Context: an optimization exercise on an open-source flow, tuned for small area. The choices shown serve that exercise and are no tape-out recipe.
At most, simulation tests tie the RTL to the original design; equivalence was not proved.

Design svpwm_top, start of the top module:
module svpwm_top
(
    input  logic       clk,
    input  logic       reset,
    input  svpwm_pkg::sample_t    alpha,
    input  svpwm_pkg::sample_t    beta,
    input  logic       in_valid,
    output logic       in_ready,
    output svpwm_pkg::duty_t      duty_u,
    output svpwm_pkg::duty_t      duty_v,
    output svpwm_pkg::duty_t      duty_w,
    output logic       duty_valid,
    output logic [2:0] gate_hi,
    output logic [2:0] gate_lo
);
clock: 10.0 ns
lec_check: 0
abc_area: 1
cap_margin: 0
core_margin: 2
core_utilization: 40
gpl_timing_driven: 0
slew_margin: 0
standard.sh (not shown) runs the stock make flow with config.mk's settings and CLKGATE_MAP_FILE= SYNTH_SCRIPT=/design/flow/synth_recipe.tcl, a recipe that flattens the netlist after the stock synthesis.
==> flow/flow/run.sh <==
#!/bin/bash
# Standard ORFS layout with two changes: an area-oriented ABC mapping script
# (flow/abc_area.script, used through ABC_AREA=1) and single-drive port buffers.
set -euo pipefail
here=$(pwd)
rm -rf "$here/scripts"
cp -r "$FLOW_HOME/scripts" "$here/scripts"
cp "$here/flow/abc_area.script" "$here/scripts/abc_area.script"
bash standard.sh "SCRIPTS_DIR=$here/scripts" \
    "BUFFER_PORTS_ARGS=-buffer_cell sky130_fd_sc_hd__buf_1" \
    "CTS_ARGS=-sink_clustering_enable -repair_clock_nets -sink_clustering_size 24 -sink_clustering_max_diameter 120 -dont_use_dummy_load -buf_list sky130_fd_sc_hd__clkbuf_8" \
    finish > "$here/flow_make.log" 2>&1
==> flow/flow/abc_area.script <==
&get -n
&st
&deepsyn -J 50 -T 60
&dch -f
&nf -a
&put
topo
stime -c
Next try:
Settings changed: CORE_UTILIZATION 40 to 65, GPL_TIMING_DRIVEN 0 to unset.
Effect:
- The changed run ran to the end with no violations
- via count rose by 1.5%
- cell area fell by 1.7%
- routed wire length fell by 2.9%
- hold slack gains 0.0082 ns
Next try:
==> flow/flow/abc_area.script (replaced) <==
&get -n
&st
&deepsyn -T 20
&dch -f
&nf -a
&put
topo
stime -c
Settings changed: CORE_UTILIZATION 65 to 40.
Maximum frequency hardly moves.
Wire length rises by about 7%.
Synthesized cell count is unchanged.
Final cell count rises by about 9%.

========
the reference run:
Another version of the RTL of svpwm_top (not shown whole).
Size in the first run: roughly 91 I/O pins.
==> flow/config.mk <==
export PLATFORM = sky130hd
export DESIGN_NAME = svpwm_top
export DESIGN_NICKNAME = svpwm_top
export VERILOG_FILES = /design/flow/design.v
export SDC_FILE = /design/flow/constraint.sdc
export NUM_CORES = 4
export LEC_CHECK = 0
export ABC_AREA = 1
export CAP_MARGIN = 0
export CORE_MARGIN = 2
export CORE_UTILIZATION = 40
export SLEW_MARGIN = 0
==> flow/constraint.sdc <==
create_clock -name core_clock -period 10.0 [get_ports {clk}]
set_input_delay 2.0000 -clock core_clock [delete_from_list [all_inputs] [get_ports {clk}]]
set_output_delay 2.0000 -clock core_clock [all_outputs]
set_load 0.01 [all_outputs]
==> flow/flow/run.sh <==
#!/bin/bash
# Standard ORFS layout with two changes: an area-oriented ABC mapping script
# (flow/abc_area.script, used through ABC_AREA=1) and single-drive port buffers.
set -euo pipefail
here=$(pwd)
rm -rf "$here/scripts"
cp -r "$FLOW_HOME/scripts" "$here/scripts"
cp "$here/flow/abc_area.script" "$here/scripts/abc_area.script"
bash standard.sh "SCRIPTS_DIR=$here/scripts" \
    "BUFFER_PORTS_ARGS=-buffer_cell sky130_fd_sc_hd__buf_1" \
    "CTS_ARGS=-sink_clustering_enable -repair_clock_nets -sink_clustering_size 30 -sink_clustering_max_diameter 150 -dont_use_dummy_load -buf_list sky130_fd_sc_hd__clkbuf_16" \
    finish > "$here/flow_make.log" 2>&1
==> flow/flow/abc_area.script <==
&get -n
&st
&deepsyn -I 8 -J 50 -T 240
&dch -f
&nf -a
&put
topo
stime -c
For the trial run, these inputs were changed with respect to the reference run:
-- flow/flow/run.sh --
<<< the reference run, line 10
    "BUFFER_PORTS_ARGS=-buffer_cell sky130_fd_sc_hd__buf_1" \
    "CTS_ARGS=-sink_clustering_enable -repair_clock_nets -sink_clustering_size 30 -sink_clustering_max_diameter 150 -dont_use_dummy_load -buf_list sky130_fd_sc_hd__clkbuf_16" \
    finish > "$here/flow_make.log" 2>&1
>>> the trial run, line 10
    "BUFFER_PORTS_ARGS=-buffer_cell sky130_fd_sc_hd__buf_1" \
    "CTS_ARGS=-sink_clustering_enable -repair_clock_nets -sink_clustering_size 24 -sink_clustering_max_diameter 120 -dont_use_dummy_load -buf_list sky130_fd_sc_hd__clkbuf_8" \
    finish > "$here/flow_make.log" 2>&1
==> comparison <==
- The reference run -> the trial run: number of global-route vias before repair flat
- Global router's overall resource usage: the reference run and the trial run compared, higher one is the reference run
- On total standard cell area after synthesis, the reference run and the trial run are basically level.
- As far as non-clock buffer share of cell area is concerned, the reference run and the trial run perform about the same.
- The final reports for the trial run and the reference run show share of the clock period used by the worst path after layout higher in the former.
- Compared with the reference run, in the trial run routed metal-1 wire length increased by about 1.1% relative to the old numbers, setup slack at placement ~0 delta.
No functional check of the RTL was part of any run of this note.

========
## run A
svpwm_top, a different RTL version from the one above (not shown whole).
For scale: ~1400 cells after synthesis, ~220 flip-flops, ~91 I/O pins.
Design svpwm_top, start of the top module:
module svpwm_top
(
    input  logic       clk,
    input  logic       reset,
    input  svpwm_pkg::sample_t    alpha,
    input  svpwm_pkg::sample_t    beta,
    input  logic       in_valid,
    output logic       in_ready,
    output svpwm_pkg::duty_t      duty_u,
    output svpwm_pkg::duty_t      duty_v,
    output svpwm_pkg::duty_t      duty_w,
    output logic       duty_valid,
    output logic [2:0] gate_hi,
    output logic [2:0] gate_lo
);
    logic [11:0] carrier_count;
    logic        period_start;
    logic        period_next;
    logic [11:0] du, dv, dw;
    logic        duty_write;
    logic        pending_valid;
    logic        active_valid;
    logic        active_load;
    space_vector_modulator u_modulator (
        .clk        (clk),
        .reset      (reset),
        .alpha      (alpha),
        .beta       (beta),
        .in_valid   (in_valid),
        .in_ready   (in_ready),
        .duty_u     (du),
        .duty_v     (dv),
        .duty_w     (dw),
        .duty_valid (duty_valid),
        .duty_write (duty_write)
    );
    assign duty_u = {4'b0, du};
    assign duty_v = {4'b0, dv};
    assign duty_w = {4'b0, dw};
    pwm_carrier u_carrier (
        .clk           (clk),
        .reset         (reset),
        .carrier_count (carrier_count),
        .period_start  (period_start),
        .period_next   (period_next)
    );
    always_ff @(posedge clk or posedge reset) begin
        if (reset) begin
            pending_valid <= 1'b0;
            active_valid  <= 1'b0;
        end else begin
            if (duty_valid) begin
                pending_valid <= 1'b1;
            end
            if (period_start) begin
                active_valid <= pending_valid;
            end
        end
    end
    assign active_load = (period_start && !duty_valid) || (period_next && duty_write);
    pwm_phase_leg u_leg_u (
        .clk           (clk),
  ...
==> flow/config.mk <==
export PLATFORM = sky130hd
export DESIGN_NAME = svpwm_top
export DESIGN_NICKNAME = svpwm_top
export VERILOG_FILES = /design/flow/design.v
export SDC_FILE = /design/flow/constraint.sdc
export NUM_CORES = 4
export LEC_CHECK = 0
export CAP_MARGIN = 20
export CORE_MARGIN = 2
export CORE_UTILIZATION = 60
export CTS_BUF_LIST = sky130_fd_sc_hd__clkbuf_2 sky130_fd_sc_hd__clkbuf_4
export CTS_CLUSTER_SIZE = 20
export SLEW_MARGIN = 20
==> flow/constraint.sdc <==
create_clock -name core_clock -period 10.0 [get_ports {clk}]
set_input_delay 2.0000 -clock core_clock [delete_from_list [all_inputs] [get_ports {clk}]]
set_output_delay 2.0000 -clock core_clock [all_outputs]
set_load 0.01 [all_outputs]
run.sh (not shown) runs the stock make flow with config.mk's settings and CLKGATE_MAP_FILE= SYNTH_SCRIPT=/design/flow/synth_recipe.tcl, a recipe that flattens the netlist after the stock synthesis.
Stock flow here: none of the scripts above is used.
diff inputs: run A => run B
# run A
export LEC_CHECK = 0
export CAP_MARGIN = 20
export CORE_MARGIN = 2
export CORE_UTILIZATION = 60
export CTS_BUF_LIST = sky130_fd_sc_hd__clkbuf_2 sky130_fd_sc_hd__clkbuf_4
export CTS_CLUSTER_SIZE = 20
export SLEW_MARGIN = 20
create_clock -name core_clock -period 10.0 [get_ports {clk}]
# run B
export LEC_CHECK = 0
export CAP_MARGIN = 20
export CORE_MARGIN = 2
export CORE_UTILIZATION = 40
export SLEW_MARGIN = 20
create_clock -name core_clock -period 10.0 [get_ports {clk}]
Results
No stage failed in run B, and the final checks on the layout all came back clean. Minimum hold slack down 0.021 ns in run B wrt run A. The area of all placed cells without fillers number comes out lower for run A vs run B. Comparing wire length reported by the detailed router for run B and run A, the smaller number came from run A.
Edits applied to the flow inputs when going from run B to run C:
# run B
export LEC_CHECK = 0
export CAP_MARGIN = 20
export CORE_MARGIN = 2
export CORE_UTILIZATION = 40
export SLEW_MARGIN = 20
create_clock -name core_clock -period 10.0 [get_ports {clk}]
# run C
export LEC_CHECK = 0
export CAP_MARGIN = 20
export CORE_MARGIN = 2
export CORE_UTILIZATION = 70
export CTS_BUF_LIST = sky130_fd_sc_hd__clkbuf_4
export SLEW_MARGIN = 20
create_clock -name core_clock -period 10.0 [get_ports {clk}]
Notes after the runs:
- Layout filler cell count in run C vs run B: down about 60%
- Going from run B to run C, global routing met2 resource utilization saw an increase; wire length saw an increase; minimum setup slack in the final design saw an increase.
- Total CTS buffers ends up higher on run C.
- Run C against run B: global placer's final weighted congestion went up, global-route usage increased by 12 points relative to the old numbers.

re-timing with driven ports:
No port has a modelled driver above. Below, the same layouts with a new extraction and two added sets of constraints. Step 1 assumes that a clkbuf_16 drives the clock port and a buf_2 every other input. Step 2 times the ports against the registers' clock, not the clock port: input delays grow and output delays shrink by t, the midpoint of the rising clock arrivals with the driver on. a / b / c = ideal ports / drivers / drivers and shift; a / b = the first two.
run | t, ns | setup WS [ns] | worst register clock-pin slew, ns
the first run of note 1 | 0.472 | 0.509 / 0.509 / 0.509 | 0.10 / 0.10
the second run of note 1 | 0.477 | 0.463 / 0.463 / 0.463 | 0.08 / 0.08
the third run of note 1 | 0.473 | 0.479 / 0.479 / 0.479 | 0.09 / 0.09
the reference run | 0.470 | 0.451 / 0.451 / 0.451 | 0.08 / 0.08
the trial run | 0.472 | 0.424 / 0.424 / 0.424 | 0.11 / 0.11
run A | 0.695 | 0.968 / 0.968 / 0.968 | 0.08 / 0.08
run B | 0.577 | 0.897 / 0.897 / 0.897 | 0.06 / 0.06
run C | 0.706 | 1.021 / 1.021 / 1.021 | 0.08 / 0.08
After both steps every run listed still meets setup and hold.
